Background: an optimization exercise with open tools, aiming at small area and few clock cycles per item. Do not read the settings as production practice.
For this run, only the layout was checked, not whether the RTL still works.

$ cat flow/run.sh
#!/bin/bash
# synth_recipe.tcl (not shown) runs the flow's synth.tcl, then flattens the netlist and writes it again
# the make line also repeats each setting of config.mk as NAME=value (left out here)
make -C /OpenROAD-flow-scripts/flow DESIGN_CONFIG=/design/flow/config.mk WORK_HOME=/design/flow/orfs CLKGATE_MAP_FILE= SYNTH_SCRIPT=/design/flow/synth_recipe.tcl finish
$ cat flow/config.mk
export PLATFORM = sky130hd
export DESIGN_NAME = unsigned_fractional_divider
export DESIGN_NICKNAME = unsigned_fractional_divider
export VERILOG_FILES = /design/flow/design.v
export SDC_FILE = /design/flow/constraint.sdc
export NUM_CORES = 4
export LEC_CHECK = 0
export CAP_MARGIN = 20
export CORE_MARGIN = 2
export CORE_UTILIZATION = 40
export SLEW_MARGIN = 20
$ cat flow/constraint.sdc
create_clock -name core_clock -period 10.0 [get_ports {clk}]
set_input_delay 2.0000 -clock core_clock [delete_from_list [all_inputs] [get_ports {clk}]]
set_output_delay 2.0000 -clock core_clock [all_outputs]
set_load 0.01 [all_outputs]
$ cat flow/design.v
`timescale 1ns / 1ps
`default_nettype none
package ufd_pkg;
	localparam int unsigned FIELD_WIDTH = 32;
	localparam int unsigned QUOT_WIDTH  = 64;
	localparam int unsigned STEPS_PER_CLK = 8;
	localparam int unsigned RW = 34;
endpackage
`default_nettype wire
`timescale 1ns / 1ps
`default_nettype none
module ufd_stage (
	input  wire logic [ufd_pkg::RW-1:0] ws_i,
	input  wire logic [ufd_pkg::RW-1:0] wc_i,    
	input  wire logic                   n_i,     
	input  wire logic [31:0]            d,
	output logic [ufd_pkg::RW-1:0]      ws_o,
	output logic [ufd_pkg::RW-1:0]      wc_o,
	output logic                        qp,      
	output logic                        qn       
);
	localparam int unsigned YW = ufd_pkg::RW + 1;
	logic [YW-1:0] ys;
	logic [YW-1:0] yc;
	logic [YW-1:0] op;
	logic [3:0]    est;
	logic [YW-1:0] sum;
	logic [YW-1:0] cry;
	always_comb begin
		ys  = {ws_i, n_i};
		est = ys[YW-1 -: 4] + wc_i[ufd_pkg::RW-1 -: 4];
		qp  = ~est[3];
		qn  = est[3] & ~(&est[2:0]);
		yc  = {wc_i, qp};
		op  = ({YW{qp}} & ~{{(YW-32){1'b0}}, d}) | ({YW{qn}} & {{(YW-32){1'b0}}, d});
		sum = ys ^ yc ^ op;
		cry = (ys & yc) | (ys & op) | (yc & op);
		ws_o = sum[ufd_pkg::RW-1:0];
		wc_o = {cry[ufd_pkg::RW-2:0], 1'b0};
	end
endmodule
`default_nettype wire
`timescale 1ns / 1ps
`timescale 1ns / 1ps
`default_nettype none
module unsigned_fractional_divider (
	input  wire logic                            clk,
	input  wire logic                            arst_n,
	input  wire logic                            in_valid,
	output logic                                 in_ready,
	input  wire logic [ufd_pkg::FIELD_WIDTH-1:0] in_dividend,
	input  wire logic [ufd_pkg::FIELD_WIDTH-1:0] in_divisor,
	output logic                                 out_valid,
	input  wire logic                            out_ready,
	output logic [ufd_pkg::QUOT_WIDTH-1:0]       out_quotient
);
	localparam int unsigned B  = ufd_pkg::STEPS_PER_CLK;
	localparam int unsigned RW = ufd_pkg::RW;
	logic [3:0]    cnt_q;      
	logic          done_q;     
	logic [RW-1:0] ws_q;
	logic [RW-1:0] wc_q;
	logic [30:0]   d_q;        
	logic [B-1:0]  nb_q;       
	logic [63:0]   q_q;
	logic          busy;
	logic          load;
	assign busy      = (cnt_q != 4'd0);
	assign in_ready  = ~busy & (~done_q | out_ready);
	assign load      = in_valid & in_ready;
	assign out_valid = done_q;
	logic        bz;
	logic [4:0]  s;
	logic [31:0] x16, x8, x4, x2, x1;
	logic [6:0]  steps;        
	logic [6:0]  p;            
	logic [3:0]  cnt_init;
	logic [31+B-1:0] y;        
	always_comb begin
		bz   = (in_divisor == 32'd0);
		s[4] = (in_divisor[31:16] == 16'd0);
		x16  = s[4] ? {in_divisor[15:0], 16'd0} : in_divisor;
		s[3] = (x16[31:24] == 8'd0);
		x8   = s[3] ? {x16[23:0], 8'd0} : x16;
		s[2] = (x8[31:28] == 4'd0);
		x4   = s[2] ? {x8[27:0], 4'd0} : x8;
		s[1] = (x4[31:30] == 2'd0);
		x2   = s[1] ? {x4[29:0], 2'd0} : x4;
		s[0] = ~x2[31];
		x1   = s[0] ? {x2[30:0], 1'b0} : x2;
		steps    = 7'd33 + {2'b00, s};
		p        = 7'((B - (steps % B)) % B);
		cnt_init = 4'((steps + p) / B);
		y        = {in_dividend, {(B-1){1'b0}}} >> p;
	end
	logic [RW-1:0] ws_s [B+1];
	logic [RW-1:0] wc_s [B+1];
	logic [B-1:0]  dp;         
	logic [B-1:0]  dn;         
	assign ws_s[0] = ws_q;
	assign wc_s[0] = wc_q;
	for (genvar i = 0; i < B; i++) begin : g_step
		ufd_stage u_step (
			.ws_i (ws_s[i]),
			.wc_i (wc_s[i]),
			.n_i  (nb_q[B-1-i]),
			.d    ({1'b1, d_q}),
			.ws_o (ws_s[i+1]),
			.wc_o (wc_s[i+1]),
			.qp   (dp[B-1-i]),
			.qn   (dn[B-1-i])
		);
	end
	logic [B:0]  dsum;
	logic [63:0] q_dec;
	logic [63:0] q_n;
	always_comb begin
		dsum  = {1'b0, dp} - {1'b0, dn};
		q_dec = q_q - 64'd1;
		q_n   = {dsum[B] ? q_dec[63-B:0] : q_q[63-B:0], dsum[B-1:0]};
	end
	logic [RW-1:0] rem;
	always_comb begin
		rem          = ws_q + wc_q;
		out_quotient = rem[RW-1] ? q_dec : q_q;
	end
	always_ff @(posedge clk or negedge arst_n) begin
		if (!arst_n) begin
			cnt_q  <= 4'd0;
			done_q <= 1'b0;
		end else if (load) begin
			cnt_q  <= bz ? 4'd0 : cnt_init;
			done_q <= bz;
		end else if (busy) begin
			cnt_q  <= cnt_q - 4'd1;
			done_q <= (cnt_q == 4'd1);
		end else if (out_ready) begin
			done_q <= 1'b0;
		end
	end
	always_ff @(posedge clk) begin
		if (load) begin
			ws_q <= bz ? '0 : RW'(y[31+B-1:B]);
			wc_q <= '0;
			d_q  <= x1[30:0];
			nb_q <= y[B-1:0];
			q_q  <= {64{bz}};
		end else if (busy) begin
			ws_q <= ws_s[B];
			wc_q <= wc_s[B];
			nb_q <= '0;
			q_q  <= q_n;
		end
	end
endmodule
`default_nettype wire
==> results.txt <==
-- registers in the layout, summed over array words and instances (netlist names) --
name	cells
cnt_q	4
d_q	31
done_q	1
nb_q	8
q_q	64
wc_q	33
ws_q	34
-- critical path, delay by kind of cell, from the launching register on --
family	cells	cell delay (ns)
fa+ha+maj	18	6.12
simple gates	24	2.94
compound gates	20	2.82
buf+inv	20	1.83
xor+xnor	10	1.80
flops	1	0.36
-- layer usage --
metal / vias up / wire, um
met5: - / 0
li1: 9432 / -
met4: 0 / 3110
met2: 805 / 37340
met1: 10226 / 33570
met3: 125 / 4953
-- cell usage in the layout (no fill, tap or decap), drive strengths merged, types with 75 or more instances in the layout --
| cell | instances |
|---|---|
| buf | 303 |
| edfxtp | 137 |
| xnor2 | 83 |
| inv | 224 |
| a21oi | 413 |
| nand2 | 198 |
| ha | 75 |
| clkdlybuf4s50 | 133 |
| fa | 256 |
| nor2 | 265 |
| o21ai | 124 |
-- through the flow --
step	hold WS (ns)	cell area (sq um)	std cells
2_1_floorplan	0.4356	23070	2594
3_3_place_gp	0.4515	25780	3404
3_5_place_dp	0.4734	25780	3404
4_1_cts	0.5038	27590	3525
5_1_grt	0.5332	28770	3556
6_report	0.4992	28770	3556
-- Yosys cell counts (7+ instances only) --
cell type  instances
a21oi_1          413
nor2_1           265
fa_1             256
inv_1            217
nand2_1          198
clkbuf_1         196
edfxtp_1         137
o21ai_0          122
xnor2_1           83
ha_1              75
mux2i_1           70
xor2_1            70
nor3_1            60
a21o_1            50
nand3_1           39
dfxtp_1           33
or3_1             31
a222oi_1          22
nor4_1            21
a211oi_1          19
a31oi_1           19
buf_1             18
or4_1             16
and3_1            15
o211ai_1          11
nand4_1           10
or2_2              9
o31a_1             8
a311o_1            7
nand2b_1           7
nor2b_1            7
o31ai_1            7
-- cells by family (layout without fill, tap and decap cells) --
kind of cell	Yosys count	after routing	synth area share, %
adders and majority gates	331	331	27.44
muxes	74	74	3.375
buffers and inverters	434	691	7.384
and+or+nand+nor	703	703	14.47
DFF	175	175	22.17
AOI/OAI and AO/OA	722	722	18.89
xor gates and xnor gates	155	155	6.268
other	0	1	0
-- cell type report --
class	count	area, sq um
Clock buffer	17	425.4
Multi-Input combinational cell	1985	17510
Timing Repair Buffer	441	4019
Fill cell	4936	26110
Tap cell	704	880.8
Inverter	218	842.1
Clock inverter	15	186.4
Antenna cell	1	2.502
Sequential cell	175	4900
-- what timing repair did --
action	CTS	global route
endpoints found under the setup margin	131	131
gates resized for setup	105	202
pin swaps	88	156
hold buffers	0	0
setup buffers	88	30
cloned	6	5
-- path summary, 6_finish.rpt --
kind                                            start                    end  slack (ns)  cells after the start
worst max-delay path               ws_q[30]$_DFFE_PP_      q_q[31]$_DFFE_PP_       -6.17                     92
worst min-delay path            wc_q[33]$_SDFFE_PP0P_  wc_q[33]$_SDFFE_PP0P_        0.50                      2
worst max register to register     ws_q[30]$_DFFE_PP_      q_q[31]$_DFFE_PP_       -6.17                     92
worst min register to register  wc_q[33]$_SDFFE_PP0P_  wc_q[33]$_SDFFE_PP0P_        0.50                      2
max in group asynchronous                      arst_n   cnt_q[2]$_DFFE_PN0P_        8.06                      1
min in group asynchronous                      arst_n   cnt_q[3]$_DFFE_PN0P_        1.75                      1
==> impl_metrics.json <==
{
  "cts_root_buffer": "clkbuf_16",
  "yosys.cell_types.count": 65,
  "tritoncts": "yes",
  "skew_ns": 0.01857,
  "final_core_util_pct": 52.42,
  "htreeDepth": 4,
  "ys_warn_count": 6,
  "drcViolationCount": 0,
  "nNetsFinal": 3237,
  "yosysTopAreaCellShare_pct": 23.19,
  "clk_path_buf_depth": 2,
  "synth_area_leader_cell": "fa_1",
  "hpwl_um": 57400,
  "grt_use_met3_pct": 3.891,
  "cts_sinks": 175,
  "path_class": "flip-flop to flip-flop",
  "max_stage_delay_ns": 0.59,
  "setup_violations": 131,
  "rsz0062_at_grt": "true",
  "fp-row-count": 86,
  "antenna_found_initial": 1,
  "async_flop_share_pct": 2.857,
  "die_area_sq_um": 57140,
  "path_clk_slew_ns": 0.08,
  "drive_gt1_share_pct": 24.24,
  "synth_area_leaders": "fa_1 (23%), edfxtp_1 (19%), a21oi_1 (9.4%), nor2_1 (4.5%), ha_1 (4.2%)",
  "drt-pass1-iter-count": 8,
  "grt_overflow": 0,
  "grtUsageMet2_pct": 45.04,
  "drv_slew": 0,
  "yosys_most_used_dff": "edfxtp_1",
  "endpoint_kind": "flip-flop",
  "pre_cts_slack_ns": -6.298,
  "finalWeightedCongestion": 0.9465,
  "so_faults": "setup timing",
  "grt_max_degree": 71,
  "synth.net_count": 2993,
  "outcome": "failed layout checks",
  "antenna_left": 0,
  "grt_use_total_pct": 27.44,
  "initial_core_util_pct": 40.26,
  "cp-start-kind": "flip-flop",
  "cap_violations": 0,
  "crit_path_top_delay_cell": "fa_1",
  "postSynthAreaPerCell_sq_um": 8.518,
  "wl_um": 78970,
  "timing.setup.tns_ns": -769.49,
  "wl_per_cell_um": 22.21,
  "cts_inserted_buffers": 17,
  "path_max_fanout": 6,
  "hp-class": "flip-flop to flip-flop",
  "path_common_cell": "inv_2",
  "ys_seq_elements": 175,
  "final_hold_viol_count": 0,
  "grtUsageMet1_pct": 36.53,
  "io_pins": 134,
  "clock_latency_ns": 0.48,
  "tightestPinTransition_ns": 1.118,
  "viasPerCell": 5.790,
  "synth_area_sq_um": 22100,
  "portBuffers": 133,
  "synth_edf_count": 137,
  "grt_pass1_vias": 20594,
  "area_delta_synth_final_pct": 30.20,
  "coreArea_sq_um": 54880,
  "slew_headroom_pct": 25.44,
  "via_count": 20588,
  "ys_seq_area_share_pct": 22.17,
  "grt-busiest-layer": "met2",
  "finalCritPeriodShare_pct": 161.7,
  "period_minus_slack_ns": 16.17,
  "synth_cells": 2594,
  "fmax_ghz": 0.06185,
  "cp.required_ns": 10.20,
  "layout_setup_ws_ns": -6.169,
  "arrival_ns": 16.37,
  "drtIter0Drc": 1676,
  "die_w_um": 239.0,
  "grt_pass1_wl_um": 120800,
  "die_y_um": 239.0
}

static timing again, ports no longer ideal:
The flow's constraints put no driver on any port. The routed layout listed below was extracted and timed again, unchanged, in two steps. Step 1, drivers: a clkbuf_16 drives clk and a buf_2 each remaining input, both assumed. Step 2 also shifts input and output timing later by t, the mid clock arrival at the registers, as if the neighbouring blocks saw the same clock. a / b / c = ideal / step 1 / step 2; a / b = the first two.
shift t [ns]: 0.532
setup slack, ns: -6.169 / -6.169 / -6.169
worst slew at a driven data input, ns: 0.07
For this run, drivers alone change the setup slack by 0.000 ns; drivers and shift together by 0.000 ns.
